Context: an optimization exercise on an open-source flow, tuned for small area, a short achievable clock period and few clock cycles per item. The choices shown serve that exercise and are no tape-out recipe. RTL that was checked went through simulation tests only; none was proved equivalent to the original. No functional check of the RTL was part of runs 2 and 3. Power and IR drop assume default switching activity.

==> design/flow/design.v <==
`timescale 1ns / 1ps
package hcka_pkg;
    localparam int CH_W      = 8;
    localparam int HUE_W     = 9;
    localparam int BQ_W      = 3;      
    localparam int BR_W      = 6;      
    localparam int CFG_IDX_W = 1;
    localparam int CFG_W     = HUE_W;
    localparam int S_DATA_W  = 24;
    localparam int M_DATA_W  = 32;
    localparam logic [CFG_IDX_W-1:0] REG_HUE_LOW  = 1'b0;
    localparam logic [CFG_IDX_W-1:0] REG_HUE_HIGH = 1'b1;
    localparam logic [BQ_W-1:0] LO_Q_RST = 3'd2;
    localparam logic [BR_W-1:0] LO_R_RST = 6'd11;
    localparam logic [BQ_W-1:0] HI_Q_RST = 3'd2;
    localparam logic [BR_W-1:0] HI_R_RST = 6'd25;
endpackage
`timescale 1ns / 1ps
import hcka_pkg::*;
module hcka_sector (
    input  logic [hcka_pkg::CH_W-1:0] red,
    input  logic [hcka_pkg::CH_W-1:0] green,
    input  logic [hcka_pkg::CH_W-1:0] blue,
    output logic                      rg_neg,    
    output logic                      rb_neg,    
    output logic                      gb_neg,    
    output logic [hcka_pkg::CH_W-1:0] delta,
    output logic [hcka_pkg::CH_W-1:0] t
);
    logic [CH_W-1:0] rg, rb, gb;
    logic [5:0]      sext;
    logic [2:0]      cls;       
    hcka_absdiff u_rg (.a(red),   .b(green), .dif(rg), .lt(rg_neg));
    hcka_absdiff u_rb (.a(red),   .b(blue),  .dif(rb), .lt(rb_neg));
    hcka_absdiff u_gb (.a(green), .b(blue),  .dif(gb), .lt(gb_neg));
    hcka_sext u_sext (.rg_neg(rg_neg), .rb_neg(rb_neg), .gb_neg(gb_neg), .sext(sext));
    assign cls[0] = sext[0] | sext[3];
    assign cls[1] = sext[1] | sext[4];
    assign cls[2] = sext[2] | sext[5];
    assign t     = ({CH_W{cls[0]}} & gb) | ({CH_W{cls[1]}} & rg) | ({CH_W{cls[2]}} & rb);
    assign delta = ({CH_W{cls[0]}} & rb) | ({CH_W{cls[1]}} & gb) | ({CH_W{cls[2]}} & rg);
endmodule
module hcka_sext (
    input  logic       rg_neg,
    input  logic       rb_neg,
    input  logic       gb_neg,
    output logic [5:0] sext
);
    logic r_max, g_max, b_max;
    assign r_max = !rg_neg && !rb_neg;
    assign g_max = !r_max && !gb_neg;
    assign b_max = !r_max && gb_neg;
    assign sext[0] = r_max && !gb_neg;
    assign sext[5] = r_max &&  gb_neg;
    assign sext[1] = g_max && !rb_neg;
    assign sext[2] = g_max &&  rb_neg;
    assign sext[4] = b_max && !rg_neg;
    assign sext[3] = b_max &&  rg_neg;
endmodule
module hcka_absdiff (
    input  logic [7:0] a,
    input  logic [7:0] b,
    output logic [7:0] dif,
    output logic       lt
);
    logic g0_1, p0_1, g0_3, p0_3, g0_5, p0_5, g0_7, p0_7, g1_2, p1_2, g1_3, p1_3, g1_6, p1_6, g1_7, p1_7, g2_4, p2_4, g2_5, p2_5, g2_6, p2_6, g2_7, p2_7;
    logic [7:0] p, g, q;
    assign p = ~(a ^ b);    
    assign g = a & ~b;      
    assign q = a | ~b;      
    assign g0_1 = g[1] | (q[1] & g[0]);
    assign p0_1 = q[1] & q[0];
    assign g0_3 = g[3] | (q[3] & g[2]);
    assign p0_3 = q[3] & q[2];
    assign g0_5 = g[5] | (q[5] & g[4]);
    assign p0_5 = q[5] & q[4];
    assign g0_7 = g[7] | (q[7] & g[6]);
    assign p0_7 = q[7] & q[6];
    assign g1_2 = g[2] | (q[2] & g0_1);
    assign p1_2 = q[2] & p0_1;
    assign g1_3 = g0_3 | (p0_3 & g0_1);
    assign p1_3 = p0_3 & p0_1;
    assign g1_6 = g[6] | (q[6] & g0_5);
    assign p1_6 = q[6] & p0_5;
    assign g1_7 = g0_7 | (p0_7 & g0_5);
    assign p1_7 = p0_7 & p0_5;
    assign g2_4 = g[4] | (q[4] & g1_3);
    assign p2_4 = q[4] & p1_3;
    assign g2_5 = g0_5 | (p0_5 & g1_3);
    assign p2_5 = p0_5 & p1_3;
    assign g2_6 = g1_6 | (p1_6 & g1_3);
    assign p2_6 = p1_6 & p1_3;
    assign g2_7 = g1_7 | (p1_7 & g1_3);
    assign p2_7 = p1_7 & p1_3;
    assign dif[0] = lt ? ~p[0] : ~p[0];
    assign dif[1] = lt ? ~(p[1] ^ g[0]) : (p[1] ^ (g[0] | q[0]));
    assign dif[2] = lt ? ~(p[2] ^ g0_1) : (p[2] ^ (g0_1 | p0_1));
    assign dif[3] = lt ? ~(p[3] ^ g1_2) : (p[3] ^ (g1_2 | p1_2));
    assign dif[4] = lt ? ~(p[4] ^ g1_3) : (p[4] ^ (g1_3 | p1_3));
    assign dif[5] = lt ? ~(p[5] ^ g2_4) : (p[5] ^ (g2_4 | p2_4));
    assign dif[6] = lt ? ~(p[6] ^ g2_5) : (p[6] ^ (g2_5 | p2_5));
    assign dif[7] = lt ? ~(p[7] ^ g2_6) : (p[7] ^ (g2_6 | p2_6));
    assign lt = ~(g2_7 | p2_7);
endmodule
module hcka_cmp_0 (
    input  logic [2:0] one,
    input  logic [2:0] two,
    input  logic [2:0] neg,
    input  logic [7:0] d,
    input  logic [7:0] t,
    output logic       y
);
    logic n1, n2, n3, n4, n5, n6, n7, n8, n9, n10, n11, n12, n13, n14, n15, n16, n17, n18, n19, n20, n21, n22, n23, n24, n25, n26, n27, n28, n29, n30, n31, n32, n33, n34, n35, n36, n37, n38, n39, n40, n41, n42, n43, n44, n45, n46, n47, n48, n49, n50, n51, n52, n53, n54, n55, n56, n57, n58, n59, n60, n61, n62, n63, n64, n65, n66, n67, n68, n69, n70, n71, n72, n73, n74, n75, n76, n77, n78, n79, n80, n81, n82, n83, n84, n85, n86, n87, n88, n89, n90, n91, n92, n93, n94, n95, n96, n97, n98, n99, n100, n101, n102, n103, n104, n105, n106, n107, n108, n109, n110, n111, n112, n113, n114, n115, n116, n117, n118, n119, n120, n121, n122, n123, n124, n125, n126, n127, n128, n129, n130, n131, n132, n133, n134, n135, n136, n137, n138, n139, n140, n141, n142, n143, n144, n145, n146, n147, n148, n149, n150, n151, n152, n153, n154, n155, n156;
    assign n1 = (((one[0] & d[4]) | (two[0] & d[3])) ^ neg[0]) ^ (((one[1] & d[2]) | (two[1] & d[1])) ^ neg[1]);
    assign n2 = (((one[0] & d[4]) | (two[0] & d[3])) ^ neg[0]) & (((one[1] & d[2]) | (two[1] & d[1])) ^ neg[1]);
    assign n3 = (((one[0] & d[5]) | (two[0] & d[4])) ^ neg[0]) ^ (((one[1] & d[3]) | (two[1] & d[2])) ^ neg[1]) ^ (((one[2] & d[1]) | (two[2] & d[0])) ^ neg[2]);
    assign n4 = ((((one[0] & d[5]) | (two[0] & d[4])) ^ neg[0]) & (((one[1] & d[3]) | (two[1] & d[2])) ^ neg[1])) | ((((one[0] & d[5]) | (two[0] & d[4])) ^ neg[0]) & (((one[2] & d[1]) | (two[2] & d[0])) ^ neg[2])) | ((((one[1] & d[3]) | (two[1] & d[2])) ^ neg[1]) & (((one[2] & d[1]) | (two[2] & d[0])) ^ neg[2]));
    assign n5 = t[3] ^ 1'b1;
    assign n6 = t[3] & 1'b1;
    assign n7 = (((one[0] & d[6]) | (two[0] & d[5])) ^ neg[0]) ^ (((one[1] & d[4]) | (two[1] & d[3])) ^ neg[1]) ^ (((one[2] & d[2]) | (two[2] & d[1])) ^ neg[2]);
    assign n8 = ((((one[0] & d[6]) | (two[0] & d[5])) ^ neg[0]) & (((one[1] & d[4]) | (two[1] & d[3])) ^ neg[1])) | ((((one[0] & d[6]) | (two[0] & d[5])) ^ neg[0]) & (((one[2] & d[2]) | (two[2] & d[1])) ^ neg[2])) | ((((one[1] & d[4]) | (two[1] & d[3])) ^ neg[1]) & (((one[2] & d[2]) | (two[2] & d[1])) ^ neg[2]));
    assign n9 = (neg[2] & d[0]) ^ t[4] ^ (~t[0]);
    assign n10 = ((neg[2] & d[0]) & t[4]) | ((neg[2] & d[0]) & (~t[0])) | (t[4] & (~t[0]));
    assign n11 = (((one[0] & d[7]) | (two[0] & d[6])) ^ neg[0]) ^ (((one[1] & d[5]) | (two[1] & d[4])) ^ neg[1]) ^ (((one[2] & d[3]) | (two[2] & d[2])) ^ neg[2]);
    assign n12 = ((((one[0] & d[7]) | (two[0] & d[6])) ^ neg[0]) & (((one[1] & d[5]) | (two[1] & d[4])) ^ neg[1])) | ((((one[0] & d[7]) | (two[0] & d[6])) ^ neg[0]) & (((one[2] & d[3]) | (two[2] & d[2])) ^ neg[2])) | ((((one[1] & d[5]) | (two[1] & d[4])) ^ neg[1]) & (((one[2] & d[3]) | (two[2] & d[2])) ^ neg[2]));
    assign n13 = (neg[2] & d[1]) ^ t[5] ^ (~t[1]);
    assign n14 = ((neg[2] & d[1]) & t[5]) | ((neg[2] & d[1]) & (~t[1])) | (t[5] & (~t[1]));
    assign n15 = (((two[0] & d[7])) ^ neg[0]) ^ (((one[1] & d[6]) | (two[1] & d[5])) ^ neg[1]) ^ (((one[2] & d[4]) | (two[2] & d[3])) ^ neg[2]);
    assign n16 = ((((two[0] & d[7])) ^ neg[0]) & (((one[1] & d[6]) | (two[1] & d[5])) ^ neg[1])) | ((((two[0] & d[7])) ^ neg[0]) & (((one[2] & d[4]) | (two[2] & d[3])) ^ neg[2])) | ((((one[1] & d[6]) | (two[1] & d[5])) ^ neg[1]) & (((one[2] & d[4]) | (two[2] & d[3])) ^ neg[2]));
    assign n17 = (neg[2] & d[2]) ^ t[6] ^ (~t[2]);
    assign n18 = ((neg[2] & d[2]) & t[6]) | ((neg[2] & d[2]) & (~t[2])) | (t[6] & (~t[2]));
    assign n19 = (((one[1] & d[7]) | (two[1] & d[6])) ^ neg[1]) ^ (((one[2] & d[5]) | (two[2] & d[4])) ^ neg[2]) ^ (neg[2] & d[3]);
    assign n20 = ((((one[1] & d[7]) | (two[1] & d[6])) ^ neg[1]) & (((one[2] & d[5]) | (two[2] & d[4])) ^ neg[2])) | ((((one[1] & d[7]) | (two[1] & d[6])) ^ neg[1]) & (neg[2] & d[3])) | ((((one[2] & d[5]) | (two[2] & d[4])) ^ neg[2]) & (neg[2] & d[3]));
    assign n21 = t[7] ^ (~t[3]) ^ (~(~neg[0]));
    assign n22 = (t[7] & (~t[3])) | (t[7] & (~(~neg[0]))) | ((~t[3]) & (~(~neg[0])));
    assign n23 = (((two[1] & d[7])) ^ neg[1]) ^ (((one[2] & d[6]) | (two[2] & d[5])) ^ neg[2]) ^ (neg[2] & d[4]);
    assign n24 = ((((two[1] & d[7])) ^ neg[1]) & (((one[2] & d[6]) | (two[2] & d[5])) ^ neg[2])) | ((((two[1] & d[7])) ^ neg[1]) & (neg[2] & d[4])) | ((((one[2] & d[6]) | (two[2] & d[5])) ^ neg[2]) & (neg[2] & d[4]));
    assign n25 = (~t[4]) ^ 1'b1 ^ (~neg[0]);
    assign n26 = ((~t[4]) & 1'b1) | ((~t[4]) & (~neg[0])) | (1'b1 & (~neg[0]));
    assign n27 = (~neg[1]) ^ (((one[2] & d[7]) | (two[2] & d[6])) ^ neg[2]) ^ (neg[2] & d[5]);
    assign n28 = ((~neg[1]) & (((one[2] & d[7]) | (two[2] & d[6])) ^ neg[2])) | ((~neg[1]) & (neg[2] & d[5])) | ((((one[2] & d[7]) | (two[2] & d[6])) ^ neg[2]) & (neg[2] & d[5]));
    assign n29 = (((two[2] & d[7])) ^ neg[2]) ^ (neg[2] & d[6]);
    assign n30 = (((two[2] & d[7])) ^ neg[2]) & (neg[2] & d[6]);
    assign n31 = (((one[0] & d[2]) | (two[0] & d[1])) ^ neg[0]) ^ (((one[1] & d[0])) ^ neg[1]);
    assign n32 = (((one[0] & d[2]) | (two[0] & d[1])) ^ neg[0]) & (((one[1] & d[0])) ^ neg[1]);
    assign n33 = (((one[0] & d[3]) | (two[0] & d[2])) ^ neg[0]) ^ (((one[1] & d[1]) | (two[1] & d[0])) ^ neg[1]);
    assign n34 = (((one[0] & d[3]) | (two[0] & d[2])) ^ neg[0]) & (((one[1] & d[1]) | (two[1] & d[0])) ^ neg[1]);
    assign n35 = (((one[2] & d[0])) ^ neg[2]) ^ neg[2] ^ t[2];
    assign n36 = ((((one[2] & d[0])) ^ neg[2]) & neg[2]) | ((((one[2] & d[0])) ^ neg[2]) & t[2]) | (neg[2] & t[2]);
    assign n37 = 1'b1 ^ n3 ^ n5;
    assign n38 = (1'b1 & n3) | (1'b1 & n5) | (n3 & n5);
    assign n39 = n7 ^ n9 ^ n4;
    assign n40 = (n7 & n9) | (n7 & n4) | (n9 & n4);
    assign n41 = n11 ^ n13 ^ n8;
    assign n42 = (n11 & n13) | (n11 & n8) | (n13 & n8);
    assign n43 = n15 ^ n17 ^ n12;
    assign n44 = (n15 & n17) | (n15 & n12) | (n17 & n12);
    assign n45 = n19 ^ n21 ^ n16;
    assign n46 = (n19 & n21) | (n19 & n16) | (n21 & n16);
    assign n47 = n23 ^ n25 ^ n20;
    assign n48 = (n23 & n25) | (n23 & n20) | (n25 & n20);
    assign n49 = (~t[5]) ^ n27 ^ n24;
    assign n50 = ((~t[5]) & n27) | ((~t[5]) & n24) | (n27 & n24);
    assign n51 = (~t[6]) ^ 1'b1 ^ n29;
    assign n52 = ((~t[6]) & 1'b1) | ((~t[6]) & n29) | (1'b1 & n29);
    assign n53 = (~neg[2]) ^ (neg[2] & d[7]) ^ (~t[7]);
    assign n54 = ((~neg[2]) & (neg[2] & d[7])) | ((~neg[2]) & (~t[7])) | ((neg[2] & d[7]) & (~t[7]));
    assign n55 = neg[1] ^ t[0];
    assign n56 = neg[1] & t[0];
    assign n57 = t[1] ^ n33 ^ n32;
    assign n58 = (t[1] & n33) | (t[1] & n32) | (n33 & n32);
    assign n59 = n1 ^ n35 ^ n34;
    assign n60 = (n1 & n35) | (n1 & n34) | (n35 & n34);
    assign n61 = n2 ^ n37 ^ n36;
    assign n62 = (n2 & n37) | (n2 & n36) | (n37 & n36);
    assign n63 = n6 ^ n39 ^ n38;
    assign n64 = (n6 & n39) | (n6 & n38) | (n39 & n38);
    assign n65 = n10 ^ n41 ^ n40;
    assign n66 = (n10 & n41) | (n10 & n40) | (n41 & n40);
    assign n67 = n14 ^ n43 ^ n42;
    assign n68 = (n14 & n43) | (n14 & n42) | (n43 & n42);
    assign n69 = n18 ^ n45 ^ n44;
    assign n70 = (n18 & n45) | (n18 & n44) | (n45 & n44);
    assign n71 = n22 ^ n47 ^ n46;
    assign n72 = (n22 & n47) | (n22 & n46) | (n47 & n46);
    assign n73 = n26 ^ n49 ^ n48;
    assign n74 = (n26 & n49) | (n26 & n48) | (n49 & n48);
    assign n75 = n28 ^ n51 ^ n50;
    assign n76 = (n28 & n51) | (n28 & n50) | (n51 & n50);
    assign n77 = n30 ^ n53 ^ n52;
    assign n78 = (n30 & n53) | (n30 & n52) | (n53 & n52);
    assign n79 = (((one[0] & d[0])) ^ neg[0]) & neg[0];
    assign n93 = (((one[0] & d[0])) ^ neg[0]) | neg[0];
    assign n80 = (((one[0] & d[1]) | (two[0] & d[0])) ^ neg[0]) & 1'b0;
    assign n94 = (((one[0] & d[1]) | (two[0] & d[0])) ^ neg[0]) | 1'b0;
    assign n81 = n31 & n55;
    assign n95 = n31 | n55;
    assign n82 = n57 & n56;
    assign n96 = n57 | n56;
    assign n83 = n59 & n58;
    assign n97 = n59 | n58;
    assign n84 = n61 & n60;
    assign n98 = n61 | n60;
    assign n85 = n63 & n62;
    assign n99 = n63 | n62;
    assign n86 = n65 & n64;
    assign n100 = n65 | n64;
    assign n87 = n67 & n66;
    assign n101 = n67 | n66;
    assign n88 = n69 & n68;
    assign n102 = n69 | n68;
    assign n89 = n71 & n70;
    assign n103 = n71 | n70;
    assign n90 = n73 & n72;
    assign n104 = n73 | n72;
    assign n91 = n75 & n74;
    assign n105 = n75 | n74;
    assign n92 = n77 & n76;
    assign n106 = n77 | n76;
    assign n107 = n80 | (n94 & n79);
    assign n108 = n94 & n93;
    assign n109 = n82 | (n96 & n81);
    assign n110 = n96 & n95;
    assign n111 = n84 | (n98 & n83);
    assign n112 = n98 & n97;
    assign n113 = n86 | (n100 & n85);
    assign n114 = n100 & n99;
    assign n115 = n88 | (n102 & n87);
    assign n116 = n102 & n101;
    assign n117 = n90 | (n104 & n89);
    assign n118 = n104 & n103;
    assign n119 = n92 | (n106 & n91);
    assign n120 = n106 & n105;
    assign n121 = n81 | (n95 & n107);
    assign n122 = n95 & n108;
    assign n123 = n109 | (n110 & n107);
    assign n124 = n110 & n108;
    assign n125 = n85 | (n99 & n111);
    assign n126 = n99 & n112;
    assign n127 = n113 | (n114 & n111);
    assign n128 = n114 & n112;
    assign n129 = n89 | (n103 & n115);
    assign n130 = n103 & n116;
    assign n131 = n117 | (n118 & n115);
    assign n132 = n118 & n116;
    assign n133 = n83 | (n97 & n123);
    assign n134 = n97 & n124;
    assign n135 = n111 | (n112 & n123);
    assign n136 = n112 & n124;
    assign n137 = n125 | (n126 & n123);
    assign n138 = n126 & n124;
    assign n139 = n127 | (n128 & n123);
    assign n140 = n128 & n124;
    assign n141 = n91 | (n105 & n131);
    assign n142 = n105 & n132;
    assign n143 = n119 | (n120 & n131);
    assign n144 = n120 & n132;
    assign n145 = n87 | (n101 & n139);
    assign n146 = n101 & n140;
    assign n147 = n115 | (n116 & n139);
    assign n148 = n116 & n140;
    assign n149 = n129 | (n130 & n139);
    assign n150 = n130 & n140;
    assign n151 = n131 | (n132 & n139);
    assign n152 = n132 & n140;
    assign n153 = n141 | (n142 & n139);
    assign n154 = n142 & n140;
    assign n155 = n143 | (n144 & n139);
    assign n156 = n144 & n140;
    assign y = n54 ^ n78 ^ n155;
endmodule
module hcka_cmp_1 (
    input  logic [2:0] one,
    input  logic [2:0] two,
    input  logic [2:0] neg,
    input  logic [7:0] d,
    input  logic [7:0] t,
    output logic       y
);
    logic n1, n2, n3, n4, n5, n6, n7, n8, n9, n10, n11, n12, n13, n14, n15, n16, n17, n18, n19, n20, n21, n22, n23, n24, n25, n26, n27, n28, n29, n30, n31, n32, n33, n34, n35, n36, n37, n38, n39, n40, n41, n42, n43, n44, n45, n46, n47, n48, n49, n50, n51, n52, n53, n54, n55, n56, n57, n58, n59, n60, n61, n62, n63, n64, n65, n66, n67, n68, n69, n70, n71, n72, n73, n74, n75, n76, n77, n78, n79, n80, n81, n82, n83, n84, n85, n86, n87, n88, n89, n90, n91, n92, n93, n94, n95, n96, n97, n98, n99, n100, n101, n102, n103, n104, n105, n106, n107, n108, n109, n110, n111, n112, n113, n114, n115, n116, n117, n118, n119, n120, n121, n122, n123, n124, n125, n126, n127, n128, n129, n130, n131, n132, n133, n134, n135, n136, n137, n138, n139, n140, n141, n142, n143, n144, n145, n146, n147, n148, n149, n150, n151, n152, n153, n154, n155, n156, n157, n158, n159, n160, n161, n162, n163, n164, n165, n166;
    assign n1 = (((one[0] & d[2]) | (two[0] & d[1])) ^ neg[0]) ^ (((one[1] & d[0])) ^ neg[1]);
    assign n2 = (((one[0] & d[2]) | (two[0] & d[1])) ^ neg[0]) & (((one[1] & d[0])) ^ neg[1]);
    assign n3 = (((one[0] & d[3]) | (two[0] & d[2])) ^ neg[0]) ^ (((one[1] & d[1]) | (two[1] & d[0])) ^ neg[1]);
    assign n4 = (((one[0] & d[3]) | (two[0] & d[2])) ^ neg[0]) & (((one[1] & d[1]) | (two[1] & d[0])) ^ neg[1]);
    assign n5 = (((one[0] & d[4]) | (two[0] & d[3])) ^ neg[0]) ^ (((one[1] & d[2]) | (two[1] & d[1])) ^ neg[1]) ^ (((one[2] & d[0])) ^ neg[2]);
    assign n6 = ((((one[0] & d[4]) | (two[0] & d[3])) ^ neg[0]) & (((one[1] & d[2]) | (two[1] & d[1])) ^ neg[1])) | ((((one[0] & d[4]) | (two[0] & d[3])) ^ neg[0]) & (((one[2] & d[0])) ^ neg[2])) | ((((one[1] & d[2]) | (two[1] & d[1])) ^ neg[1]) & (((one[2] & d[0])) ^ neg[2]));
    assign n7 = neg[2] ^ t[2];
    assign n8 = neg[2] & t[2];
    assign n9 = (((one[0] & d[5]) | (two[0] & d[4])) ^ neg[0]) ^ (((one[1] & d[3]) | (two[1] & d[2])) ^ neg[1]) ^ (((one[2] & d[1]) | (two[2] & d[0])) ^ neg[2]);
    assign n10 = ((((one[0] & d[5]) | (two[0] & d[4])) ^ neg[0]) & (((one[1] & d[3]) | (two[1] & d[2])) ^ neg[1])) | ((((one[0] & d[5]) | (two[0] & d[4])) ^ neg[0]) & (((one[2] & d[1]) | (two[2] & d[0])) ^ neg[2])) | ((((one[1] & d[3]) | (two[1] & d[2])) ^ neg[1]) & (((one[2] & d[1]) | (two[2] & d[0])) ^ neg[2]));
    assign n11 = t[3] ^ 1'b1;
    assign n12 = t[3] & 1'b1;
    assign n13 = (((one[0] & d[6]) | (two[0] & d[5])) ^ neg[0]) ^ (((one[1] & d[4]) | (two[1] & d[3])) ^ neg[1]) ^ (((one[2] & d[2]) | (two[2] & d[1])) ^ neg[2]);
    assign n14 = ((((one[0] & d[6]) | (two[0] & d[5])) ^ neg[0]) & (((one[1] & d[4]) | (two[1] & d[3])) ^ neg[1])) | ((((one[0] & d[6]) | (two[0] & d[5])) ^ neg[0]) & (((one[2] & d[2]) | (two[2] & d[1])) ^ neg[2])) | ((((one[1] & d[4]) | (two[1] & d[3])) ^ neg[1]) & (((one[2] & d[2]) | (two[2] & d[1])) ^ neg[2]));
    assign n15 = (neg[2] & d[0]) ^ t[4] ^ (~t[0]);
    assign n16 = ((neg[2] & d[0]) & t[4]) | ((neg[2] & d[0]) & (~t[0])) | (t[4] & (~t[0]));
    assign n17 = (((one[0] & d[7]) | (two[0] & d[6])) ^ neg[0]) ^ (((one[1] & d[5]) | (two[1] & d[4])) ^ neg[1]) ^ (((one[2] & d[3]) | (two[2] & d[2])) ^ neg[2]);
    assign n18 = ((((one[0] & d[7]) | (two[0] & d[6])) ^ neg[0]) & (((one[1] & d[5]) | (two[1] & d[4])) ^ neg[1])) | ((((one[0] & d[7]) | (two[0] & d[6])) ^ neg[0]) & (((one[2] & d[3]) | (two[2] & d[2])) ^ neg[2])) | ((((one[1] & d[5]) | (two[1] & d[4])) ^ neg[1]) & (((one[2] & d[3]) | (two[2] & d[2])) ^ neg[2]));
    assign n19 = (neg[2] & d[1]) ^ t[5] ^ (~t[1]);
    assign n20 = ((neg[2] & d[1]) & t[5]) | ((neg[2] & d[1]) & (~t[1])) | (t[5] & (~t[1]));
    assign n21 = (((two[0] & d[7])) ^ neg[0]) ^ (((one[1] & d[6]) | (two[1] & d[5])) ^ neg[1]) ^ (((one[2] & d[4]) | (two[2] & d[3])) ^ neg[2]);
    assign n22 = ((((two[0] & d[7])) ^ neg[0]) & (((one[1] & d[6]) | (two[1] & d[5])) ^ neg[1])) | ((((two[0] & d[7])) ^ neg[0]) & (((one[2] & d[4]) | (two[2] & d[3])) ^ neg[2])) | ((((one[1] & d[6]) | (two[1] & d[5])) ^ neg[1]) & (((one[2] & d[4]) | (two[2] & d[3])) ^ neg[2]));
    assign n23 = (neg[2] & d[2]) ^ t[6] ^ (~t[2]);
    assign n24 = ((neg[2] & d[2]) & t[6]) | ((neg[2] & d[2]) & (~t[2])) | (t[6] & (~t[2]));
    assign n25 = (((one[1] & d[7]) | (two[1] & d[6])) ^ neg[1]) ^ (((one[2] & d[5]) | (two[2] & d[4])) ^ neg[2]) ^ (neg[2] & d[3]);
    assign n26 = ((((one[1] & d[7]) | (two[1] & d[6])) ^ neg[1]) & (((one[2] & d[5]) | (two[2] & d[4])) ^ neg[2])) | ((((one[1] & d[7]) | (two[1] & d[6])) ^ neg[1]) & (neg[2] & d[3])) | ((((one[2] & d[5]) | (two[2] & d[4])) ^ neg[2]) & (neg[2] & d[3]));
    assign n27 = t[7] ^ (~t[3]) ^ (~(~neg[0]));
    assign n28 = (t[7] & (~t[3])) | (t[7] & (~(~neg[0]))) | ((~t[3]) & (~(~neg[0])));
    assign n29 = (((two[1] & d[7])) ^ neg[1]) ^ (((one[2] & d[6]) | (two[2] & d[5])) ^ neg[2]) ^ (neg[2] & d[4]);
    assign n30 = ((((two[1] & d[7])) ^ neg[1]) & (((one[2] & d[6]) | (two[2] & d[5])) ^ neg[2])) | ((((two[1] & d[7])) ^ neg[1]) & (neg[2] & d[4])) | ((((one[2] & d[6]) | (two[2] & d[5])) ^ neg[2]) & (neg[2] & d[4]));
    assign n31 = (~t[4]) ^ 1'b1 ^ (~neg[0]);
    assign n32 = ((~t[4]) & 1'b1) | ((~t[4]) & (~neg[0])) | (1'b1 & (~neg[0]));
    assign n33 = (~neg[1]) ^ (((one[2] & d[7]) | (two[2] & d[6])) ^ neg[2]) ^ (neg[2] & d[5]);
    assign n34 = ((~neg[1]) & (((one[2] & d[7]) | (two[2] & d[6])) ^ neg[2])) | ((~neg[1]) & (neg[2] & d[5])) | ((((one[2] & d[7]) | (two[2] & d[6])) ^ neg[2]) & (neg[2] & d[5]));
    assign n35 = (((two[2] & d[7])) ^ neg[2]) ^ (neg[2] & d[6]);
    assign n36 = (((two[2] & d[7])) ^ neg[2]) & (neg[2] & d[6]);
    assign n37 = neg[1] ^ t[0];
    assign n38 = neg[1] & t[0];
    assign n39 = t[1] ^ 1'b1 ^ n3;
    assign n40 = (t[1] & 1'b1) | (t[1] & n3) | (1'b1 & n3);
    assign n41 = 1'b1 ^ n5 ^ n7;
    assign n42 = (1'b1 & n5) | (1'b1 & n7) | (n5 & n7);
    assign n43 = n9 ^ n11 ^ n6;
    assign n44 = (n9 & n11) | (n9 & n6) | (n11 & n6);
    assign n45 = n13 ^ n15 ^ n10;
    assign n46 = (n13 & n15) | (n13 & n10) | (n15 & n10);
    assign n47 = n17 ^ n19 ^ n14;
    assign n48 = (n17 & n19) | (n17 & n14) | (n19 & n14);
    assign n49 = n21 ^ n23 ^ n18;
    assign n50 = (n21 & n23) | (n21 & n18) | (n23 & n18);
    assign n51 = n25 ^ n27 ^ n22;
    assign n52 = (n25 & n27) | (n25 & n22) | (n27 & n22);
    assign n53 = n29 ^ n31 ^ n26;
    assign n54 = (n29 & n31) | (n29 & n26) | (n31 & n26);
    assign n55 = (~t[5]) ^ n33 ^ n30;
    assign n56 = ((~t[5]) & n33) | ((~t[5]) & n30) | (n33 & n30);
    assign n57 = (~t[6]) ^ 1'b1 ^ n35;
    assign n58 = ((~t[6]) & 1'b1) | ((~t[6]) & n35) | (1'b1 & n35);
    assign n59 = (~neg[2]) ^ (neg[2] & d[7]) ^ (~t[7]);
    assign n60 = ((~neg[2]) & (neg[2] & d[7])) | ((~neg[2]) & (~t[7])) | ((neg[2] & d[7]) & (~t[7]));
    assign n61 = (((one[0] & d[0])) ^ neg[0]) ^ neg[0];
    assign n62 = (((one[0] & d[0])) ^ neg[0]) & neg[0];
    assign n63 = (((one[0] & d[1]) | (two[0] & d[0])) ^ neg[0]) ^ 1'b1;
    assign n64 = (((one[0] & d[1]) | (two[0] & d[0])) ^ neg[0]) & 1'b1;
    assign n65 = 1'b1 ^ n1 ^ n37;
    assign n66 = (1'b1 & n1) | (1'b1 & n37) | (n1 & n37);
    assign n67 = n2 ^ n39 ^ n38;
    assign n68 = (n2 & n39) | (n2 & n38) | (n39 & n38);
    assign n69 = n4 ^ n41 ^ n40;
    assign n70 = (n4 & n41) | (n4 & n40) | (n41 & n40);
    assign n71 = n8 ^ n43 ^ n42;
    assign n72 = (n8 & n43) | (n8 & n42) | (n43 & n42);
    assign n73 = n12 ^ n45 ^ n44;
    assign n74 = (n12 & n45) | (n12 & n44) | (n45 & n44);
    assign n75 = n16 ^ n47 ^ n46;
    assign n76 = (n16 & n47) | (n16 & n46) | (n47 & n46);
    assign n77 = n20 ^ n49 ^ n48;
    assign n78 = (n20 & n49) | (n20 & n48) | (n49 & n48);
    assign n79 = n24 ^ n51 ^ n50;
    assign n80 = (n24 & n51) | (n24 & n50) | (n51 & n50);
    assign n81 = n28 ^ n53 ^ n52;
    assign n82 = (n28 & n53) | (n28 & n52) | (n53 & n52);
    assign n83 = n32 ^ n55 ^ n54;
    assign n84 = (n32 & n55) | (n32 & n54) | (n55 & n54);
    assign n85 = n34 ^ n57 ^ n56;
    assign n86 = (n34 & n57) | (n34 & n56) | (n57 & n56);
    assign n87 = n36 ^ n59 ^ n58;
    assign n88 = (n36 & n59) | (n36 & n58) | (n59 & n58);
    assign n89 = 1'b1 & n61;
    assign n103 = 1'b1 | n61;
    assign n90 = n63 & n62;
    assign n104 = n63 | n62;
    assign n91 = n65 & n64;
    assign n105 = n65 | n64;
    assign n92 = n67 & n66;
    assign n106 = n67 | n66;
    assign n93 = n69 & n68;
    assign n107 = n69 | n68;
    assign n94 = n71 & n70;
    assign n108 = n71 | n70;
    assign n95 = n73 & n72;
    assign n109 = n73 | n72;
    assign n96 = n75 & n74;
    assign n110 = n75 | n74;
    assign n97 = n77 & n76;
    assign n111 = n77 | n76;
    assign n98 = n79 & n78;
    assign n112 = n79 | n78;
    assign n99 = n81 & n80;
    assign n113 = n81 | n80;
    assign n100 = n83 & n82;
    assign n114 = n83 | n82;
    assign n101 = n85 & n84;
    assign n115 = n85 | n84;
    assign n102 = n87 & n86;
    assign n116 = n87 | n86;
    assign n117 = n90 | (n104 & n89);
    assign n118 = n104 & n103;
    assign n119 = n92 | (n106 & n91);
    assign n120 = n106 & n105;
    assign n121 = n94 | (n108 & n93);
    assign n122 = n108 & n107;
    assign n123 = n96 | (n110 & n95);
    assign n124 = n110 & n109;
    assign n125 = n98 | (n112 & n97);
    assign n126 = n112 & n111;
    assign n127 = n100 | (n114 & n99);
    assign n128 = n114 & n113;
    assign n129 = n102 | (n116 & n101);
    assign n130 = n116 & n115;
    assign n131 = n91 | (n105 & n117);
    assign n132 = n105 & n118;
    assign n133 = n119 | (n120 & n117);
    assign n134 = n120 & n118;
    assign n135 = n95 | (n109 & n121);
    assign n136 = n109 & n122;
    assign n137 = n123 | (n124 & n121);
    assign n138 = n124 & n122;
    assign n139 = n99 | (n113 & n125);
    assign n140 = n113 & n126;
    assign n141 = n127 | (n128 & n125);
    assign n142 = n128 & n126;
    assign n143 = n93 | (n107 & n133);
    assign n144 = n107 & n134;
    assign n145 = n121 | (n122 & n133);
    assign n146 = n122 & n134;
    assign n147 = n135 | (n136 & n133);
    assign n148 = n136 & n134;
    assign n149 = n137 | (n138 & n133);
    assign n150 = n138 & n134;
    assign n151 = n101 | (n115 & n141);
    assign n152 = n115 & n142;
    assign n153 = n129 | (n130 & n141);
    assign n154 = n130 & n142;
    assign n155 = n97 | (n111 & n149);
    assign n156 = n111 & n150;
    assign n157 = n125 | (n126 & n149);
    assign n158 = n126 & n150;
    assign n159 = n139 | (n140 & n149);
    assign n160 = n140 & n150;
    assign n161 = n141 | (n142 & n149);
    assign n162 = n142 & n150;
    assign n163 = n151 | (n152 & n149);
    assign n164 = n152 & n150;
    assign n165 = n153 | (n154 & n149);
    assign n166 = n154 & n150;
    assign y = n60 ^ n88 ^ n165;
endmodule
`timescale 1ns / 1ps
import hcka_pkg::*;
module hue_chroma_key_alpha_unit (
    input  logic                               aclk,
    input  logic                               aresetn,
    input  logic                               s_tvalid,
    output logic                               s_tready,
    input  logic [hcka_pkg::S_DATA_W-1:0]      s_tdata,    
    output logic                               m_tvalid,
    input  logic                               m_tready,
    output logic [hcka_pkg::M_DATA_W-1:0]      m_tdata,    
    input  logic                               cfg_wr_en,
    input  logic [hcka_pkg::CFG_IDX_W-1:0]     cfg_index,
    input  logic [hcka_pkg::CFG_W-1:0]         cfg_wdata
);
    logic [BQ_W-1:0] lo_q_reg, hi_q_reg;
    logic [8:0]      lo_rb_reg, hi_rb_reg;    
    logic [BQ_W-1:0] wr_q_ge, wr_q_gt;
    logic [BR_W-1:0] wr_r_ge, wr_r_gt;
    logic              rg_neg, rb_neg, gb_neg;
    logic [CH_W-1:0]   delta, t;
    logic                en1, en2;
    logic                v1_reg;
    logic [S_DATA_W-1:0] s1_rgb_reg;
    logic [CH_W-1:0]     s1_delta_reg, s1_t_reg;
    logic                s1_rg_neg_reg, s1_rb_neg_reg, s1_gb_neg_reg;
    logic [5:0]          sext;
    logic [5:0]          lo_gt_mask, lo_eq_mask, hi_lt_mask, hi_eq_mask;
    logic                lo_lt, hi_le;
    logic                lo_in, hi_in;
    logic                key_reg;
    logic [S_DATA_W-1:0] rgb_reg;
    always_comb begin
        wr_q_ge = '0;
        wr_q_gt = '0;
        for (int k = 1; k <= 6; k++) begin
            if (cfg_wdata >= CFG_W'(60 * k)) wr_q_ge = BQ_W'(k);
            if (cfg_wdata >  CFG_W'(60 * k)) wr_q_gt = BQ_W'(k);
        end
    end
    assign wr_r_ge = {cfg_wdata[5:2] + {1'b0, wr_q_ge}, cfg_wdata[1:0]};
    assign wr_r_gt = {cfg_wdata[5:2] + {1'b0, wr_q_gt}, cfg_wdata[1:0]};
    always_ff @(posedge aclk) begin
        if (!aresetn) begin
            lo_q_reg <= LO_Q_RST;
            lo_rb_reg <= booth(LO_R_RST);
            hi_q_reg <= HI_Q_RST;
            hi_rb_reg <= booth(HI_R_RST);
        end else if (cfg_wr_en) begin
            unique case (cfg_index)
                REG_HUE_LOW:  begin lo_q_reg <= wr_q_ge; lo_rb_reg <= booth(wr_r_ge); end
                REG_HUE_HIGH: begin hi_q_reg <= wr_q_gt; hi_rb_reg <= booth(wr_r_gt); end
                default: ;
            endcase
        end
    end
    function automatic logic [8:0] booth(input logic [BR_W-1:0] r);
        logic [6:0] x;
        logic [2:0] one, two, neg;
        x = {r, 1'b0};
        for (int i = 0; i < 3; i++) begin
            one[i] = x[2*i+1] ^ x[2*i];
            two[i] = (x[2*i+2] & !x[2*i+1] & !x[2*i]) | (!x[2*i+2] & x[2*i+1] & x[2*i]);
            neg[i] = x[2*i+2];
        end
        booth = {neg, two, one};
    endfunction
    assign en2      = !m_tvalid || m_tready;
    assign en1      = !v1_reg || en2;
    assign s_tready = en1;
    always_ff @(posedge aclk) begin
        if (!aresetn) begin
            v1_reg   <= 1'b0;
            m_tvalid <= 1'b0;
        end else begin
            if (en1) v1_reg   <= s_tvalid;
            if (en2) m_tvalid <= v1_reg;
        end
    end
    hcka_sector u_sector (
        .red    (s_tdata[7:0]),
        .green  (s_tdata[15:8]),
        .blue   (s_tdata[23:16]),
        .rg_neg (rg_neg),
        .rb_neg (rb_neg),
        .gb_neg (gb_neg),
        .delta  (delta),
        .t      (t)
    );
    always_ff @(posedge aclk) begin
        if (en1) begin
            s1_rgb_reg    <= s_tdata;
            s1_delta_reg  <= delta;
            s1_t_reg      <= t;
            s1_rg_neg_reg <= rg_neg;
            s1_rb_neg_reg <= rb_neg;
            s1_gb_neg_reg <= gb_neg;
        end
    end
    hcka_sext u_sext (
        .rg_neg (s1_rg_neg_reg),
        .rb_neg (s1_rb_neg_reg),
        .gb_neg (s1_gb_neg_reg),
        .sext   (sext)
    );
    always_comb begin
        for (int k = 0; k < 6; k++) begin
            lo_gt_mask[k] = BQ_W'(k) >  lo_q_reg;
            lo_eq_mask[k] = BQ_W'(k) == lo_q_reg;
            hi_lt_mask[k] = BQ_W'(k) <  hi_q_reg;
            hi_eq_mask[k] = BQ_W'(k) == hi_q_reg;
        end
    end
    hcka_cmp_0 u_lo (.one(lo_rb_reg[2:0]), .two(lo_rb_reg[5:3]), .neg(lo_rb_reg[8:6]),
                     .d(s1_delta_reg), .t(s1_t_reg), .y(lo_lt));
    hcka_cmp_1 u_hi (.one(hi_rb_reg[2:0]), .two(hi_rb_reg[5:3]), .neg(hi_rb_reg[8:6]),
                     .d(s1_delta_reg), .t(s1_t_reg), .y(hi_le));
    assign lo_in = |(sext & lo_gt_mask) || (|(sext & lo_eq_mask) && lo_lt);
    assign hi_in = |(sext & hi_lt_mask) || (|(sext & hi_eq_mask) && !hi_le);
    always_ff @(posedge aclk) begin
        if (en2) begin
            key_reg <= lo_in && hi_in;
            rgb_reg <= s1_rgb_reg;
        end
    end
    assign m_tdata = {{CH_W{!key_reg}}, rgb_reg};
endmodule
==> design/flow/flow/run.sh <==
#!/bin/bash
# The standard layout (the standard.sh, unchanged synthesis), with plain buf_1 cells as
# the port buffers in place of the delay buffers that buffer_ports picks by default.
set -euo pipefail
export BUFFER_PORTS_ARGS="-buffer_cell sky130_fd_sc_hd__buf_1"
bash standard.sh finish > standard.log 2>&1
==> design/flow/standard.sh <==
#!/bin/bash
# synth_recipe.tcl (not shown) runs the flow's synth.tcl, then flattens the netlist and writes it again
# the make line also repeats each setting of config.mk as NAME=value (left out here)
make -C /OpenROAD-flow-scripts/flow DESIGN_CONFIG=/design/flow/config.mk WORK_HOME=/design/flow/orfs CLKGATE_MAP_FILE= SYNTH_SCRIPT=/design/flow/synth_recipe.tcl "${@:-finish}"
==> design/flow/config.mk <==
export PLATFORM = sky130hd
export DESIGN_NAME = hue_chroma_key_alpha_unit
export DESIGN_NICKNAME = hue_chroma_key_alpha_unit
export VERILOG_FILES = /design/flow/design.v
export SDC_FILE = /design/flow/constraint.sdc
export NUM_CORES = 4
export LEC_CHECK = 0
export ABC_AREA = 1
export CAP_MARGIN = 10
export CORE_MARGIN = 2
export CORE_UTILIZATION = 40
export SETUP_SLACK_MARGIN = 2.6
export SLEW_MARGIN = 10
==> design/flow/constraint.sdc <==
create_clock -name core_clock -period 6.0 [get_ports {aclk}]
set_input_delay 1.2000 -clock core_clock [delete_from_list [all_inputs] [get_ports {aclk}]]
set_output_delay 1.2000 -clock core_clock [all_outputs]
set_load 0.01 [all_outputs]
==> results.py, run 1 <==
metrics = {
    "status": {
        "outcome": "no timing/DRC/antenna violations",
    },
    "critical_path": {
        "cp.arrival_ns": 3.96,
        "regToRegStartpoint": "s1_delta_reg[5]$_DFFE_PP_",
        "cp_cell_sequence": "clkinvlp_4, buf_6, buf_6, o22ai_4, xor2_1, fa_1, inv_1, fa_1, fa_1, or2_4, nand2_1, nand2_1, a21oi_2, nand2_1, nand2_2, nand3_1, nand3_2, nand2_2, nand2_2, inv_1",
        "critPathSlowestCell": "fa_1",
        "cpLargestDelayFamily": "adder cells",
        "slowest_delay_ns": 0.55,
        "cp-start-kind": "flop",
        "crit_end": "key_reg$_DFFE_PP_",
        "cp-startpoint": "s1_delta_reg[5]$_DFFE_PP_",
        "worstPathRequired_ns": 6.13,
        "rrSetupSlack_ns": 2.17,
        "worst-path-max-fanout": 4,
        "crit_path_end_kind": "flop",
        "r2r_end": "key_reg$_DFFE_PP_",
        "crit_type": "flop to flop",
        "worstPathBufferInverterCount": 5,
        "worstSetupPathDepth": 20,
        "reg2reg_depth": 20,
    },
    "power_and_ir_drop": {
        "p_per_area_nw_per_um2": 538,
        "p_int_mw": 2.80,
        "leakagePower_nw": 5.03,
        "ir_worst_vdd_mv": 0.356,
        "combPwrFrac": 0.730,
        "netSwitchingPower_mw": 2.82,
        "swShare": 0.502,
        "p_clk_frac": 0.104,
        "seqPwrFrac": 0.166,
    },
    "floorplanning": {
        "initial_core_util": 0.408,
        "die_w_um": 156,
        "coreArea_um2": 22700,
        "die_area_um2": 24400,
        "std_cell_rows": 55,
        "io_pins": 73,
        "die-height_um": 156,
    },
    "sta": {
        "setup_tns_ns": 0,
        "rsz0062_at_grt": "yes",
        "finalCriticalPeriod_ns": 3.83,
        "drv_slew": 0,
        "clock.fmax_ghz": 0.261,
        "whs_ns": 0.420,
        "fin_crit_sh": 0.639,
        "fin_ws_ns": 2.17,
        "tightest_slew_ns": 0.693,
        "slew_headroom": 0.538,
        "clock_skew_ns": 0.0136,
        "setup_viol": 0,
        "hold_violations": 0,
    },
    "layout": {
        "drive_gt1_frac": 0.102,
        "diodes": 0,
        "nFillCells": 2264,
        "syn2layout_area_growth_pct": 12.7,
        "final_cells": 1497,
        "fin_nets": 1385,
    },
    "yosys": {
        "syn_inst": 1138,
        "synthesis.nets": 1316,
        "synth_top_family_by_area": "adder cells",
        "syn_area_um2": 9260,
        "yosys.area_share.adder": 0.243,
        "synth.area.mux_share": 0,
        "ys_types": 42,
        "yosys.area_share.simple": 0.166,
        "synthXorXnorAreaFrac": 0.0795,
        "synth.avg_cell_area_um2": 8.14,
        "ys_ff_latch": 94,
        "synth_compound_area_frac": 0.116,
        "seq_area_frac_synth": 0.277,
        "yosysWarningCount": 1,
    },
    "drt": {
        "wl_per_cell_um": 15.1,
        "drc": 0,
        "via_per_inst": 4.98,
        "ant_nets": 0,
        "routed_wl_um": 22600,
        "dr.pass1.iters": 5,
        "vias": 7453,
        "drt_iter0_drc": 518,
    },
    "placed_design": {
        "dp_hpwl_um": 17700,
        "place_ws_ns": 1.78,
        "dp.cells": 1466,
        "gp_congestion": 0.893,
        "io_buffers": 72,
    },
    "clock_tree": {
        "ctsHoldBuffers": 0,
        "insertion_delay_ns": 0.37,
        "clock_path_buffers": 2,
        "cts_tree": "done",
        "clockRootBuffer": "clkbuf_16",
        "htreeDepth": 3,
        "numCtsBuffers": 9,
        "clkTransAtPathRegs_ns": 0.08,
        "clkSinkCount": 94,
    },
    "grt": {
        "first_global_vias": 7229,
        "antenna_found_initial": 0,
        "grt_overflow": 0,
        "grt_usage": 0.193,
        "grt_pass1_wl_um": 37000,
        "grt_max_degree": 45,
    },
    "worst_hold_path": {
        "hold_class": "flop to flop",
    },
    "run": {
        "drv_cap": 0,
    },
}
==> power by group through the flow <==
stage	registers [mW]	logic, mW	clock network [mW]
after global placement	0.946	3.64	0
after CTS	0.928	3.90	0.599
after floorplan	0.870	3.00	0
final	0.931	4.10	0.584
after detailed placement	0.948	3.71	0
after global routing	0.940	4.72	0.622
==> synth_stat cells <==
cell        n  area (um2)
a31oi_1     4        25.0
buf_6       4        45.0
dfxtp_1    26         521
nor3_4      1        16.3
inv_1     234         878
nand2_1   219         822
a21oi_2     2        17.5
nor3_2      2        20.0
nor2_1     53         199
a21o_1      3        22.5
o211a_1     1        10.0
nand2_2     3        18.8
nand2_4     1        11.3
o31ai_1     3        22.5
or2_2       7        43.8
inv_2       2        7.51
clkinv_1    6        22.5
o22ai_1    43         269
o221ai_1    3        26.3
o21bai_1    4        30.0
o21ai_0    68         340
a221oi_1    1        8.76
fa_1       68        1360
nand3_1    65         325
nand4_1     3        18.8
xor2_1     70         613
nor2_2      3        18.8
clkbuf_1   17        63.8
nand3_4     1        17.5
xnor2_1    14         123
a211oi_1    1        7.51
a21boi_4    1        18.8
buf_4       9        67.6
inv_4       1        6.26
buf_1       1        3.75
o21ai_4     1        16.3
buf_2       1        5.00
ha_1       71         888
edfxtp_1   68        2040
a21oi_1    39         195
o211ai_1    8        60.1
nor3_1      6        30.0
==> timing repair <==
| action | 4_1_cts | 5_1_grt |
|---|---|---|
| setup endpoints to repair | 17 | 25 |
| gates resized for setup | 31 | 52 |
| setup buffers | 6 | 9 |
| pin swaps | 19 | 21 |
==> final cells by class <==
cell class                 count  area, um2  area share
multi-input combinational    769       5840       0.560
tap                          285        357      0.0342
inverter                     243        931      0.0892
timing repair buffer          90        428      0.0410
sequential                    94       2570       0.247
clock inverter                 7       73.8     0.00708
clock buffer                   9        225      0.0216
==> placed cells by master (no fill, tap or decap), types with 4 or more instances in the layout <==
cell | Yosys | layout
buf_1 | 1 | 65
fa_1 | 68 | 66
a21oi_1 | 39 | 36
inv_2 | 2 | 8
ha_1 | 71 | 70
o22ai_4 | 0 | 4
nand3_1 | 65 | 61
nor3_2 | 2 | 4
or2_2 | 7 | 5
a31oi_1 | 4 | 4
o211ai_1 | 8 | 8
o22ai_1 | 43 | 33
nand2_1 | 219 | 213
nor2_2 | 3 | 8
nand2_2 | 3 | 9
dfxtp_1 | 26 | 22
o21bai_1 | 4 | 4
edfxtp_1 | 68 | 68
clkbuf_16 | 0 | 9
a21oi_2 | 2 | 5
inv_1 | 234 | 225
nor2_1 | 53 | 48
xnor2_1 | 14 | 14
buf_4 | 9 | 15
xor2_1 | 70 | 65
xor2_2 | 0 | 5
o22ai_2 | 0 | 6
o21ai_0 | 68 | 63
clkbuf_2 | 0 | 6
nor3_1 | 6 | 4
==> worst min-delay path by stage <==
stage / start / to / slack (ns) / cells after the start
2_1_floorplan: s1_rgb_reg[0]$_DFFE_PP_ / rgb_reg[0]$_DFFE_PP_ / 0.40 / 0
3_3_place_gp: s1_rgb_reg[10]$_DFFE_PP_ / rgb_reg[10]$_DFFE_PP_ / 0.40 / 0
3_5_place_dp: s1_rgb_reg[20]$_DFFE_PP_ / rgb_reg[20]$_DFFE_PP_ / 0.41 / 0
4_1_cts: s1_rgb_reg[15]$_DFFE_PP_ / rgb_reg[15]$_DFFE_PP_ / 0.42 / 0
5_1_grt: s1_rgb_reg[17]$_DFFE_PP_ / rgb_reg[17]$_DFFE_PP_ / 0.43 / 0
6_report: s1_rgb_reg[6]$_DFFE_PP_ / rgb_reg[6]$_DFFE_PP_ / 0.42 / 0
==> stage by stage <==
step / power [mW] / utilization / instance area, um2
2_1_floorplan: 3.87 / - / 9310
3_3_place_gp: 4.59 / 0.428 / 9730
3_5_place_dp: 4.66 / 0.428 / 9730
4_1_cts: 5.43 / 0.448 / 10200
5_1_grt: 6.28 / 0.459 / 10400
6_report: 5.61 / 0.459 / 10400
==> cell families after synthesis <==
logic type	after synthesis
DFF	94
and+or+nand+nor	364
adders and majority gates	139
xor gates and xnor gates	84
buffers and inverters	275
AOI/OAI and AO/OA	182
==> layer usage <==
metal / wire (um) / part of all wire / vias to the layer above / track usage
met1: 9890 / 0.44 / 3527 / 0.243
met2: 11500 / 0.51 / 146 / 0.345
met5: 0 / 0 / - / 0
met4: 480 / 0.021 / 0 / 0.0568
met3: 744 / 0.033 / 26 / 0.0269
li1: - / - / 3754 / -
Testbench counts, summed over its fixed seeds: cycles 16,400, items 16,384.
==> inputs of run 2 (changes only) <==
--- a/design/flow/design.v
+++ b/design/flow/design.v
@@ -473,2 +473,3 @@
     logic [CH_W-1:0]     s1_delta_reg, s1_t_reg;
+    logic [CH_W-1:0]     s1_delta_n_reg;           
     logic                s1_rg_neg_reg, s1_rb_neg_reg, s1_gb_neg_reg;
@@ -541,2 +542,3 @@
             s1_delta_reg  <= delta;
+            s1_delta_n_reg <= ~delta;
             s1_t_reg      <= t;
@@ -564,3 +566,3 @@
     hcka_cmp_1 u_hi (.one(hi_rb_reg[2:0]), .two(hi_rb_reg[5:3]), .neg(hi_rb_reg[8:6]),
-                     .d(s1_delta_reg), .t(s1_t_reg), .y(hi_le));
+                     .d(~s1_delta_n_reg), .t(s1_t_reg), .y(hi_le));
     assign lo_in = |(sext & lo_gt_mask) || (|(sext & lo_eq_mask) && lo_lt);
--- a/design/flow/config.mk
+++ b/design/flow/config.mk
@@ -8,6 +8,6 @@
 export ABC_AREA = 1
-export CAP_MARGIN = 10
+export CAP_MARGIN = 20
 export CORE_MARGIN = 2
 export CORE_UTILIZATION = 40
-export SETUP_SLACK_MARGIN = 2.6
-export SLEW_MARGIN = 10
+export SETUP_SLACK_MARGIN = 2.2
+export SLEW_MARGIN = 20
==> run 2 against run 1 <==
- clock power down 2%
- via count up 2.6%
- combinational power about the same
==> results.py, run 2 <==
metrics = {
    "status": {
        "outcome": "no timing/DRC/antenna violations",
    },
    "power_and_ir_drop": {
        "swShare": 0.501,
        "seqPwrFrac": 0.185,
        "p_clk_frac": 0.099,
        "ir_worst_vdd_mv": 0.327,
        "combPwrFrac": 0.716,
        "leakagePower_nw": 5.26,
        "p_int_mw": 2.86,
        "p_per_area_nw_per_um2": 523,
        "netSwitchingPower_mw": 2.88,
    },
    "layout": {
        "syn2layout_area_growth_pct": 11.5,
        "mostFrequentLayoutCells": "220 x inv_1, 201 x nand2_1, 76 x edfxtp_1",
        "fin_nets": 1430,
        "drive_gt1_frac": 0.134,
        "final_common_cell": "inv_1",
        "diodes": 0,
        "finish.utilization": 0.453,
    },
    "clock_tree": {
        "insertion_delay_ns": 0.36,
        "clock_path_buffers": 2,
        "clkTransAtPathRegs_ns": 0.07,
        "clockRootBuffer": "clkbuf_16",
        "clkSinkCount": 102,
        "cts_tree": "done",
        "numCtsBuffers": 9,
        "htreeDepth": 3,
    },
    "yosys": {
        "syn_area_um2": 9860,
        "ys_types": 51,
        "seq_area_frac_synth": 0.284,
        "yosysWarningCount": 1,
        "synthesis.nets": 1351,
        "yosysTopAreaCellShare": 0.231,
        "yosysMostFrequentCell": "inv_1",
        "synthTopCellsByArea": "edfxtp_1 23%, fa_1 14%, inv_1 9.1%",
        "ys_top_cells_by_count": "238 x inv_1, 205 x nand2_1, 76 x edfxtp_1",
        "synth_top_area_cell": "edfxtp_1",
        "synth_ff_type": "edfxtp_1",
        "syn_inst": 1173,
        "synth_edf_count": 76,
        "ys_ff_latch": 102,
        "async_flop_share": 0,
        "synth.avg_cell_area_um2": 8.41,
    },
    "sta": {
        "setup_viol": 0,
        "slew_headroom": 0.523,
        "fin_crit_sh": 0.616,
        "setup_tns_ns": 0,
        "tightest_slew_ns": 0.715,
        "drv_slew": 0,
        "rsz0062_at_grt": "yes",
        "clock.fmax_ghz": 0.270,
        "hold_violations": 0,
        "finalCriticalPeriod_ns": 3.70,
        "clock_skew_ns": 0.0179,
    },
    "critical_path": {
        "worst-path-max-fanout": 10,
        "crit_path_end_kind": "flop",
        "cp-startpoint": "hi_rb_reg[8]$_SDFFE_PN0P_",
        "rrSetupSlack_ns": 2.30,
        "regToRegStartpoint": "hi_rb_reg[8]$_SDFFE_PN0P_",
        "cp-start-kind": "flop",
        "crit_end": "key_reg$_DFFE_PP_",
        "crit_type": "flop to flop",
        "r2r_end": "key_reg$_DFFE_PP_",
        "cp.arrival_ns": 3.81,
        "reg2reg_depth": 18,
        "worstPathRequired_ns": 6.11,
    },
    "drt": {
        "dr.pass1.iters": 5,
        "vias": 7648,
        "drc": 0,
        "routed_wl_um": 22900,
        "wl_per_cell_um": 14.5,
        "ant_nets": 0,
        "drt_iter0_drc": 504,
        "via_per_inst": 4.84,
    },
    "grt": {
        "antenna_found_initial": 0,
        "grt_overflow": 0,
        "grt_usage": 0.180,
        "first_global_vias": 7515,
        "grt_pass1_wl_um": 37400,
        "grt_max_degree": 53,
    },
    "placed_design": {
        "gp_congestion": 0.916,
        "dp_hpwl_um": 18300,
        "io_buffers": 72,
    },
    "floorplanning": {
        "initial_core_util": 0.407,
        "std_cell_rows": 57,
        "coreArea_um2": 24200,
        "io_pins": 73,
        "die_w_um": 161,
        "die-height_um": 161,
        "die_area_um2": 25900,
    },
    "worst_hold_path": {
        "hold_class": "flop to flop",
    },
    "run": {
        "drv_cap": 0,
    },
}
==> run 2: cell types whose count changed after synthesis, sizes merged, moves of 4 or more <==
cell and change:
clkinv -5, inv +22, nand4 +5, nand3 -9
o21ai -11, edfxtp +8, nor2 +18, a31oi +4
nor3 -4, nand2 +7, clkbuf -9, o211ai +7
==> run 2: how the worst min path moves through the flow <==
| stage | from | end | slack [ns] | cells after the start |
|---|---|---|---|---|
| final | s1_rgb_reg[14]$_DFFE_PP_ | rgb_reg[14]$_DFFE_PP_ | 0.42 | 0 |
| after global routing | s1_rgb_reg[14]$_DFFE_PP_ | rgb_reg[14]$_DFFE_PP_ | 0.43 | 0 |
| after CTS | s1_rgb_reg[14]$_DFFE_PP_ | rgb_reg[14]$_DFFE_PP_ | 0.42 | 0 |
| after detailed placement | s1_rgb_reg[4]$_DFFE_PP_ | rgb_reg[4]$_DFFE_PP_ | 0.40 | 0 |
| after global placement | s1_rgb_reg[22]$_DFFE_PP_ | rgb_reg[22]$_DFFE_PP_ | 0.40 | 0 |
| after floorplan | s1_rgb_reg[0]$_DFFE_PP_ | rgb_reg[0]$_DFFE_PP_ | 0.40 | 0 |
==> run 2: final cells by class <==
cell class / instances / area (um2)
sequential: 102 / 2830
fill: 2388 / 13300
timing repair buffer: 93 / 432
clock buffer: 10 / 229
clock inverter: 6 / 56.3
inverter: 260 / 992
multi-input combinational: 786 / 6060
tap: 324 / 405
==> run 2: critical path: stages, from the launching register on <==
cell        delay, ns
dfxtp_4          0.47
clkinvlp_4       0.28
buf_4            0.22
nor2_1           0.12
fa_1             0.47
fa_1             0.54
inv_1            0.05
fa_1             0.49
inv_1            0.05
nor2_1           0.12
a21oi_2          0.06
nand2_1          0.05
nand2_1          0.06
a21oi_2          0.15
nand3_2          0.09
nand3_2          0.06
nand2_1          0.05
nand2_1          0.06
inv_1            0.04
==> run 2: power by group through the flow <==
| stage | Sequential [mW] | Combinational (mW) | Clock [mW] |
|---|---|---|---|
| 6_report | 1.06 | 4.11 | 0.570 |
| 5_1_grt | 1.08 | 4.78 | 0.612 |
| 4_1_cts | 1.05 | 3.81 | 0.587 |
| 3_5_place_dp | 1.07 | 3.78 | 0 |
| 3_3_place_gp | 1.07 | 3.68 | 0 |
| 2_1_floorplan | 0.990 | 3.04 | 0 |
==> run 2: repair_timing <==
item	CTS	global route
hold endpoints to repair	0	0
setup buffers	2	16
setup endpoints to repair	1	1
hold buffers	0	0
resized for setup	8	54
pin swaps	0	21
==> run 2: routing by layer <==
metal | vias up | share of wire | global-route usage
met2 | 177 | 0.50 | 0.322
met5 | - | 0 | 0
met1 | 3537 | 0.44 | 0.231
met3 | 34 | 0.039 | 0.0205
li1 | 3900 | - | -
met4 | 0 | 0.018 | 0.0483
==> run 2: cells by family (layout without fill, tap and decap cells) <==
family                     count (synthesis)  in the layout  synth area share
buffers and inverters                    285            369             0.116
adders and majority gates                139            139             0.228
and+or+nand+nor                          384            384             0.189
AOI/OAI and AO/OA                        179            179             0.108
DFF                                      102            102             0.284
xor gates and xnor gates                  84             84            0.0746
==> run 2: per-stage QoR <==
stage                     cell area (um2)  std cells  total power, mW  hold slack [ns]  setup slack, ns
final                               11000       1581             5.75            0.423             2.30
after global routing                11000       1581             6.47            0.429             2.06
after CTS                           10700       1565             5.45            0.423             2.21
after detailed placement            10400       1547             4.85            0.405             2.02
after global placement              10400       1547             4.76            0.402             2.11
after floorplan                      9860       1173             4.03            0.400             2.30
==> inputs of run 3 (changes only) <==
--- a/design/flow/config.mk
+++ b/design/flow/config.mk
@@ -11,3 +11,3 @@
 export CORE_UTILIZATION = 40
-export SETUP_SLACK_MARGIN = 2.2
+export SETUP_SLACK_MARGIN = 2.6
 export SLEW_MARGIN = 20
==> run 3 against run 2 <==
- critical path depth rose by 2
- design area increased by 2.4%
- flip-flop and latch count stayed put
- first-iteration DRC count down 0.60%
- total power is 4.7% higher
- utilization increased by 1.1 points
- maximum frequency is 1.6% higher
- non-clock buffer count rose by 14
- combinational power up 6.8%
- still clean
- sequential power about the same
- worst hold slack worse by 0.0012 ns
- area after synthesis is the same
==> results.py, run 3 <==
metrics = {
    "power_and_ir_drop": {
        "ir_worst_vdd_mv": 0.335,
        "seqPwrFrac": 0.175,
        "p_clk_frac": 0.096,
        "netSwitchingPower_mw": 3.02,
        "swShare": 0.502,
        "combPwrFrac": 0.729,
        "p_int_mw": 2.99,
        "leakagePower_nw": 5.38,
        "p_per_area_nw_per_um2": 534,
    },
    "clock_tree": {
        "clkSinkCount": 102,
        "cts_tree": "done",
        "clockRootBuffer": "clkbuf_16",
        "insertion_delay_ns": 0.36,
        "clock_path_buffers": 2,
        "numCtsBuffers": 9,
        "ctsHoldBuffers": 0,
        "htreeDepth": 3,
        "clkTransAtPathRegs_ns": 0.08,
    },
    "yosys": {
        "ys_types": 51,
        "seq_area_frac_synth": 0.284,
        "yosysTopAreaCellShare": 0.231,
        "synth.avg_cell_area_um2": 8.41,
        "synthTopCellsByArea": "edfxtp_1 23%, fa_1 14%, inv_1 9.1%",
        "syn_inst": 1173,
        "synth_top_area_cell": "edfxtp_1",
        "ys_ff_latch": 102,
        "syn_area_um2": 9860,
        "yosysMostFrequentCell": "inv_1",
        "synth.area.mux_share": 0,
        "synthesis.nets": 1351,
        "async_flop_share": 0,
        "yosys.area_share.simple": 0.189,
        "yosysWarningCount": 1,
        "synthXorXnorAreaFrac": 0.0746,
        "synth_ff_type": "edfxtp_1",
        "synth_compound_area_frac": 0.108,
        "yosys.area_share.adder": 0.228,
        "synth_edf_count": 76,
        "synth_top_family_by_area": "adder cells",
        "ys_top_cells_by_count": "238 x inv_1, 205 x nand2_1, 76 x edfxtp_1",
    },
    "sta": {
        "tightest_slew_ns": 0.696,
        "drv_slew": 0,
        "finalCriticalPeriod_ns": 3.64,
        "slew_headroom": 0.536,
        "rsz0062_at_grt": "yes",
        "clock.fmax_ghz": 0.275,
        "fin_crit_sh": 0.607,
        "setup_viol": 0,
        "fin_ws_ns": 2.36,
        "hold_violations": 0,
        "clock_skew_ns": 0.0147,
        "setup_tns_ns": 0,
    },
    "worst_hold_path": {
        "holdPathEnd": "rgb_reg[0]$_DFFE_PP_",
        "hold_class": "flop to flop",
        "whs_path_depth": 0,
        "hp-start": "s1_rgb_reg[0]$_DFFE_PP_",
    },
    "layout": {
        "finish.utilization": 0.464,
        "final_common_cell": "inv_1",
        "mostFrequentLayoutCells": "217 x inv_1, 198 x nand2_1, 76 x edfxtp_1",
        "fin_nets": 1444,
        "drive_gt1_frac": 0.172,
        "syn2layout_area_growth_pct": 14.1,
        "diodes": 0,
    },
    "critical_path": {
        "r2r_end": "key_reg$_DFFE_PP_",
        "worstPathBufferInverterCount": 6,
        "crit_type": "flop to flop",
        "cpLargestDelayFamily": "adder cells",
        "cp_cell_sequence": "buf_4, o22ai_4, xor2_1, fa_1, inv_2, fa_1, inv_2, fa_1, inv_2, nand2_2, o21ai_2, inv_1, a21oi_2, nand2_2, nand2_2, nand3_1, nand3_1, nand2_1, nand2_1, inv_1",
        "worst-path-max-fanout": 4,
        "regToRegStartpoint": "s1_delta_n_reg[7]$_DFFE_PP_",
        "slowest_delay_ns": 0.54,
        "cp-start-kind": "flop",
        "critPathSlowestCell": "fa_1",
        "reg2reg_depth": 20,
        "crit_path_end_kind": "flop",
        "rrSetupSlack_ns": 2.36,
        "cp.arrival_ns": 3.75,
        "worstPathRequired_ns": 6.11,
    },
    "run": {
        "drv_cap": 0,
    },
    "drt": {
        "via_per_inst": 4.89,
        "ant_nets": 0,
        "vias": 7801,
        "wl_per_cell_um": 14.8,
        "drt_iter0_drc": 501,
        "drc": 0,
        "routed_wl_um": 23700,
        "dr.pass1.iters": 5,
    },
    "floorplanning": {
        "coreArea_um2": 24200,
        "die-height_um": 161,
        "initial_core_util": 0.407,
        "die_w_um": 161,
        "std_cell_rows": 57,
        "die_area_um2": 25900,
        "io_pins": 73,
    },
    "grt": {
        "use_met3": 0.0277,
        "use_met2": 0.335,
        "grt_overflow": 0,
        "antenna_found_initial": 0,
        "busiest_layer": "met2",
        "grt_pass1_wl_um": 38800,
        "grt.met1_usage": 0.235,
        "grt_usage": 0.189,
        "grt_max_degree": 53,
        "first_global_vias": 7750,
    },
    "placed_design": {
        "dp_hpwl_um": 18400,
        "io_buffers": 72,
        "gp_congestion": 0.924,
        "place_ws_ns": 1.99,
    },
    "status": {
        "outcome": "no timing/DRC/antenna violations",
    },
}
==> run 3: cell types whose count changed in the layout (fill, tap and decap cells not counted), moves of 4 or more <==
cell      before  now
buf_4         20   28
nor2_1        61   57
buf_1         72   60
xor2_2         2    6
xor2_1        70   66
buf_6          1    6
clkbuf_2       0   11
nor2_2         8   12
==> run 3: how the worst max path moves through the flow <==
| stage | endpoint | start | slack (ns) | depth (start not counted) |
|---|---|---|---|---|
| 2_1_floorplan | key_reg$_DFFE_PP_ | lo_rb_reg[8]$_SDFFE_PN0P_ | 2.60 | 18 |
| 3_3_place_gp | key_reg$_DFFE_PP_ | lo_rb_reg[8]$_SDFFE_PN0P_ | 2.06 | 19 |
| 3_5_place_dp | key_reg$_DFFE_PP_ | lo_rb_reg[8]$_SDFFE_PN0P_ | 1.99 | 19 |
| 4_1_cts | key_reg$_DFFE_PP_ | s1_delta_n_reg[6]$_DFFE_PP_ | 2.41 | 18 |
| 5_1_grt | key_reg$_DFFE_PP_ | hi_rb_reg[2]$_SDFFE_PN0P_ | 2.18 | 20 |
| 6_report | key_reg$_DFFE_PP_ | s1_delta_n_reg[7]$_DFFE_PP_ | 2.36 | 20 |
==> run 3: through the flow <==
| stage | hold slack, ns | instance area, um2 | std cells | total power, mW |
|---|---|---|---|---|
| final | 0.422 | 11300 | 1595 | 6.01 |
| after global placement | 0.401 | 10400 | 1547 | 4.81 |
| after detailed placement | 0.405 | 10400 | 1547 | 4.92 |
| after floorplan | 0.400 | 9910 | 1173 | 4.08 |
| after global routing | 0.432 | 11300 | 1595 | 6.71 |
| after CTS | 0.422 | 11000 | 1587 | 5.84 |
==> run 3: routing by layer <==
metal / up-vias / wire length, um
li1: 3924 / -
met1: 3633 / 10100
met2: 207 / 11900
met3: 37 / 1120
met4: 0 / 554
met5: - / 0
==> run 3: repair_timing <==
item / in CTS / in global routing
cloned: 0 / 0
pin swaps: 39 / 33
buffers inserted: 24 / 8
endpoints found under the setup margin: 10 / 21
gates resized for setup: 49 / 59
endpoints found under the hold margin: 0 / 0
==> run 3: cell families (layout without fill, tap and decap cells) <==
group           Yosys count  after routing
compound gates          179            179
flops                   102            102
fa+ha+maj               139            139
buf+inv                 285            383
xor+xnor                 84             84
simple gates            384            384
==> run 3: layout make-up <==
| type | count | area, um2 |
|---|---|---|
| fill | 2395 | 13000 |
| multi-input combinational | 786 | 6170 |
| sequential | 102 | 2830 |
| inverter | 260 | 996 |
| timing repair buffer | 107 | 573 |
| tap | 324 | 405 |
| clock buffer | 10 | 229 |
| clock inverter | 6 | 56.3 |
==> run 3: power groups by stage <==
stage / registers [mW] / clock network (mW) / logic, mW
2_1_floorplan: 0.990 / 0 / 3.09
3_3_place_gp: 1.07 / 0 / 3.74
3_5_place_dp: 1.07 / 0 / 3.84
4_1_cts: 1.05 / 0.591 / 4.20
5_1_grt: 1.07 / 0.614 / 5.03
6_report: 1.05 / 0.575 / 4.39

what the ideal ports hide:
No port has a modelled driver above. Below, the same layouts with a new extraction and two added sets of constraints. Step 1 assumes that a clkbuf_16 drives the clock port and a buf_2 every other input. Step 2 times the ports against the registers' clock, not the clock port: input delays grow and output delays shrink by t, the midpoint of the rising clock arrivals with the driver on. Three values: ideal ports, drivers, drivers and shift; two values: the first two.
run	t (ns)	setup slack, ns	slew at the worst register clock pin (ns)	cell pins on the clock port's net
run 1	0.404	2.166 / 2.166 / 2.166	0.08 / 0.08	1
run 2	0.392	2.301 / 2.301 / 2.179	0.08 / 0.08	1
run 3	0.391	2.359 / 2.359 / 2.359	0.08 / 0.08	1
After both steps every run listed still meets setup and hold. For run 2, which loses most, drivers alone change the setup slack by 0.000 ns; drivers and shift together by -0.122 ns.
